From an optimization exercise on the open Yosys and OpenROAD flow, aimed at small area; shortcuts taken in it are not production practice. Only simulation tests tie the RTL to the original design; equivalence was not proved. Power and IR drop assume default switching activity.

## the reference run
==> module bus_checker, before the edit <==
module bus_checker
#(
   parameter int DRVRS   = 4,
   parameter int PCKG_SZ = 16,
   parameter int DEPTH   = 16,
   parameter int TS_W    = 16,
   localparam int SW = $clog2(DRVRS),
   localparam int IW = $clog2(DEPTH),
   localparam int CW = $clog2(DEPTH + 1)
) (
   input  logic               clk,
   input  logic               rst_n,
   input  logic               drv_valid,
   output logic               drv_ready,
   input  logic [SW-1:0]      drv_src,
   input  logic [PCKG_SZ-1:0] drv_data,
   input  logic               mon_valid,
   input  logic [SW-1:0]      mon_dst,
   input  logic [PCKG_SZ-1:0] mon_data,
   output logic               res_valid,
   output logic [1:0]         res_code,
   output logic [SW-1:0]      res_src,
   output logic [PCKG_SZ-1:0] res_data,
   output logic [TS_W-1:0]    res_latency,
   output logic [CW-1:0]      pending,
   output logic [15:0]        pass_cnt,
   output logic [15:0]        fail_cnt
);
   localparam int ID_W = bus_checker_pkg::ID_W;
   localparam int KW   = PCKG_SZ - ID_W + SW;
   logic [DEPTH-1:0][KW-1:0]   key_q;
   logic [DEPTH-1:0][SW-1:0]   src_q;
   logic [DEPTH-1:0][TS_W-1:0] ts_q;
   logic [DEPTH-1:0]           valid_q;
   logic [CW-1:0]              count_q;
   logic [DEPTH-1:0] first, shift, kept;
   assign kept = valid_q & ~(first & {DEPTH{remove}});
   logic [DEPTH-1:0][SW+TS_W-1:0] rd_data;
   logic [SW-1:0]      hit_src;
   logic [TS_W-1:0]    hit_ts;
   logic               found, remove;
   logic [TS_W-1:0]    now_q;
   logic               accept, bad_id, push, dst_ok;
   logic               res_valid_q;
   logic [1:0]         res_code_q, res_code_d;
   logic [SW-1:0]      res_src_q;
   logic [PCKG_SZ-1:0] res_data_q;
   logic [TS_W-1:0]    res_ts_q;
   logic [15:0]        pass_q, fail_q, fail_d;
   logic               mon_fail;
   assign drv_ready = !count_q[CW-1];
   assign accept    = drv_valid && drv_ready;
   assign bad_id    = accept && (drv_data[PCKG_SZ-1 -: ID_W-SW] != '0);
   assign push      = accept && !bad_id;
   assign dst_ok    = mon_data[PCKG_SZ-ID_W +: SW] == mon_dst;
   bus_checker_sb #(
      .DEPTH (DEPTH),
      .KW    (KW)
   ) u_srch (
      .key_i      (key_q),
      .valid_i    (valid_q),
      .srch_key_i (mon_data[KW-1:0]),
      .srch_ok_i  (mon_data[PCKG_SZ-1 -: ID_W-SW] == '0),
      .srch_i     (mon_valid),
      .dst_ok_i   (dst_ok),
      .first_o    (first),
      .shift_o    (shift),
      .found_o    (found),
      .remove_o   (remove)
   );
   always_comb
      for (int i = 0; i < DEPTH; i++)
         rd_data[i] = {src_q[i], ts_q[i]};
   bus_checker_rd #(
      .DEPTH (DEPTH),
      .W     (SW + TS_W)
   ) u_rd (
      .sel_i  (first),
      .data_i (rd_data),
      .data_o ({hit_src, hit_ts})
   );
   always_ff @(posedge clk or negedge rst_n) begin
      if (!rst_n) begin
         valid_q <= '0;
         count_q <= '0;
      end else begin
         for (int i = 0; i < DEPTH - 1; i++)
            valid_q[i] <= shift[i] ? kept[i+1] : kept[i];
         valid_q[DEPTH-1] <= shift[DEPTH-1] ? push : kept[DEPTH-1];
         count_q <= count_q + CW'(push) - CW'(remove);
      end
   end
   always_ff @(posedge clk) begin
      for (int i = 0; i < DEPTH - 1; i++)
         if (shift[i]) begin
            key_q[i] <= key_q[i+1];
            src_q[i] <= src_q[i+1];
            ts_q[i]  <= ts_q[i+1];
         end
      if (shift[DEPTH-1]) begin
         key_q[DEPTH-1] <= drv_data[KW-1:0];
         src_q[DEPTH-1] <= drv_src;
         ts_q[DEPTH-1]  <= now_q;
      end
   end
   always_comb begin
      if (!mon_valid)  res_code_d = bus_checker_pkg::RES_BAD_ID;
      else if (remove) res_code_d = bus_checker_pkg::RES_PASS;
      else if (found)  res_code_d = bus_checker_pkg::RES_MISROUTE;
      else             res_code_d = bus_checker_pkg::RES_NO_MATCH;
   end
   assign mon_fail = mon_valid && !remove;
   logic [TS_W-1:0] now_d;
   logic [TS_W:0]   now_c;
   logic [15:0]     pass_d, fail_s;
   logic [16:0]     pass_c, fail_c;
   logic            pass_inc;
   assign now_c[0] = 1'b1;
   for (genvar i = 0; i < TS_W; i++) begin : g_now
      assign now_d[i]   = now_q[i] ^ now_c[i];
      assign now_c[i+1] = now_q[i] & now_c[i];
   end
   assign pass_inc  = remove && !(&pass_q);
   assign pass_c[0] = pass_inc;
   for (genvar i = 0; i < 16; i++) begin : g_pass
      assign pass_d[i]   = pass_q[i] ^ pass_c[i];
      assign pass_c[i+1] = pass_q[i] & pass_c[i];
   end
   logic fail_top, fail_a, fail_b;
   assign fail_top = &fail_q[15:1];                          
   assign fail_a   = mon_fail && !(fail_top && fail_q[0]);
   assign fail_b   = bad_id && !(fail_top && (fail_q[0] || mon_fail));
   assign fail_s[0]  = fail_q[0] ^ fail_a ^ fail_b;
   assign fail_c[0]  = 1'b0;
   assign fail_c[1]  = (fail_q[0] & fail_a) | (fail_q[0] & fail_b) | (fail_a & fail_b);
   for (genvar i = 1; i < 16; i++) begin : g_fail
      assign fail_s[i]   = fail_q[i] ^ fail_c[i];
      assign fail_c[i+1] = fail_q[i] & fail_c[i];
   end
   assign fail_d = fail_s;
   always_ff @(posedge clk or negedge rst_n) begin
      if (!rst_n) begin
         now_q       <= '0;
         res_valid_q <= 1'b0;
         pass_q      <= '0;
         fail_q      <= '0;
      end else begin
         now_q       <= now_d;
         res_valid_q <= mon_valid || bad_id;
         pass_q      <= pass_d;
         fail_q      <= fail_d;
      end
   end
   always_ff @(posedge clk) begin
      res_code_q <= res_code_d;
      res_src_q  <= remove ? hit_src : '0;
      res_ts_q   <= hit_ts;
      res_data_q <= mon_valid ? mon_data : drv_data;
   end
   logic [TS_W-1:0] lat_s;
   logic [TS_W:0]   lat_c;
   assign lat_c[0] = 1'b0;
   for (genvar i = 0; i < TS_W; i++) begin : g_lat
      assign lat_s[i]   = now_q[i] ^ !res_ts_q[i] ^ lat_c[i];
      assign lat_c[i+1] = (now_q[i] & !res_ts_q[i]) | (lat_c[i] & (now_q[i] ^ !res_ts_q[i]));
   end
   assign res_latency = res_code_q == bus_checker_pkg::RES_PASS ? lat_s : '0;
   assign pending     = count_q;
   assign res_valid   = res_valid_q;
   assign res_code    = res_code_q;
   assign res_src     = res_src_q;
   assign res_data    = res_data_q;
   assign pass_cnt    = pass_q;
   assign fail_cnt    = fail_q;
endmodule
==> flow/config.mk <==
export PLATFORM = sky130hd
export DESIGN_NAME = bus_checker
export DESIGN_NICKNAME = bus_checker
export VERILOG_FILES = /design/flow/design.v
export SDC_FILE = /design/flow/constraint.sdc
export NUM_CORES = 4
export LEC_CHECK = 0
export CAP_MARGIN = 20
export CORE_MARGIN = 2
export CORE_UTILIZATION = 40
export SLEW_MARGIN = 20
export SYNTH_HIERARCHICAL = 1
==> flow/constraint.sdc <==
create_clock -name core_clock -period 10.0 [get_ports {clk}]
set_input_delay 2.0000 -clock core_clock [delete_from_list [all_inputs] [get_ports {clk}]]
set_output_delay 2.0000 -clock core_clock [all_outputs]
set_load 0.01 [all_outputs]
standard.sh (not shown) runs the stock make flow with config.mk's settings and CLKGATE_MAP_FILE= SYNTH_SCRIPT=/design/flow/synth_recipe.tcl, a recipe that flattens the netlist after the stock synthesis.
==> flow/flow/run.sh <==
#!/bin/bash
# The standard layout (standard.sh, synthesis unchanged) with two changes:
# - every port still gets a buffer, but a plain buf_1 (the resizer upsizes it
#   where needed) instead of the larger default;
# - CTS builds its tree from clkbuf_4 only, with clusters of up to 10 sinks
#   within 40 um, and without dummy loads.
# Each tool's full output stays in orfs/logs; make's own output goes to
# standard_flow.log.
set -euo pipefail
bash standard.sh \
  "BUFFER_PORTS_ARGS=-buffer_cell sky130_fd_sc_hd__buf_1" \
  "CTS_ARGS=-sink_clustering_enable -repair_clock_nets -dont_use_dummy_load -buf_list sky130_fd_sc_hd__clkbuf_4 -sink_clustering_size 10 -sink_clustering_max_diameter 40" \
  finish > standard_flow.log 2>&1
Here is what was changed in the inputs of the trial run compared with the reference run.
diff --git a/flow/design.v b/flow/design.v
--- a/flow/design.v
+++ b/flow/design.v
@@ -107,11 +107,10 @@
    logic [DEPTH-1:0][SW-1:0]   src_q;
    logic [DEPTH-1:0][TS_W-1:0] ts_q;
    logic [DEPTH-1:0]           valid_q;
    logic [CW-1:0]              count_q;
    logic [DEPTH-1:0] first, shift, kept;
-   assign kept = valid_q & ~(first & {DEPTH{remove}});
    logic [DEPTH-1:0][SW+TS_W-1:0] rd_data;
    logic [SW-1:0]      hit_src;
    logic [TS_W-1:0]    hit_ts;
    logic               found, remove;
    logic [TS_W-1:0]    now_q;
@@ -152,19 +151,29 @@
    ) u_rd (
       .sel_i  (first),
       .data_i (rd_data),
       .data_o ({hit_src, hit_ts})
    );
+   logic [CW-1:0] count_d;
+   logic [CW:0]   cnt_up, cnt_dn;
+   assign cnt_up[0] = push && !remove;
+   assign cnt_dn[0] = remove && !push;
+   for (genvar i = 0; i < CW; i++) begin : g_cnt
+      assign count_d[i]  = count_q[i] ^ (cnt_up[i] | cnt_dn[i]);
+      assign cnt_up[i+1] = cnt_up[i] & count_q[i];
+      assign cnt_dn[i+1] = cnt_dn[i] & !count_q[i];
+   end
+   assign kept = valid_q & ~(first & {DEPTH{remove}});
    always_ff @(posedge clk or negedge rst_n) begin
       if (!rst_n) begin
          valid_q <= '0;
          count_q <= '0;
       end else begin
          for (int i = 0; i < DEPTH - 1; i++)
-            valid_q[i] <= shift[i] ? kept[i+1] : kept[i];
-         valid_q[DEPTH-1] <= shift[DEPTH-1] ? push : kept[DEPTH-1];
-         count_q <= count_q + CW'(push) - CW'(remove);
+            valid_q[i] <= shift[i] ? kept[i+1] : !(remove && first[i]);
+         valid_q[DEPTH-1] <= shift[DEPTH-1] ? push : !(remove && first[DEPTH-1]);
+         count_q <= count_d;
       end
    end
    always_ff @(posedge clk) begin
       for (int i = 0; i < DEPTH - 1; i++)
          if (shift[i]) begin
Results
- The trial run reached the end of the flow, and the finished layout is clean on the timing, design-rule and antenna checks.
- The reference run ended with every stage complete and zero timing, DRC or antenna violations.
- [diff] clock power, the trial run relative to the reference run: improvement
- Between the reference run and the trial run, the power in sequential cells does not differ in any meaningful way.
- Synthesized cell count went up slightly going from the reference run to the trial run.
- The routed wire length of the trial run was inferior to that of the reference run.
- Area after synthesis, the trial run and the reference run: lower on the trial run
- Final worst-path cycle share for the trial run is higher than for the reference run.
- Changes observed in the trial run relative to the reference run: simple-gate area share of the yosys netlist has increased, relative contribution of combinational cells to total power saw a decrease, clock-cell share of area lost 0.23 points, hold slack decreased 0.045 ns.

afterwards: timing with drivers on the ports:
No port has a modelled driver above. Below, the same layouts with a new extraction and two added sets of constraints. Step 1 assumes that a clkbuf_16 drives the clock port and a buf_2 every other input. Step 2 times the ports against the registers' clock, not the clock port: input delays grow and output delays shrink by t, the midpoint of the rising clock arrivals with the driver on. Slacks: ideal ports / drivers / drivers and shift; pairs: ideal ports / drivers.
run	shift t [ns]	setup WS [ns]	worst slew at a driven data input, ns
the reference run	0.830	0.410 / 0.357 / 1.187	0.05
the trial run	0.833	0.367 / 0.319 / 1.151	0.08
After both steps every run listed still meets setup and hold.
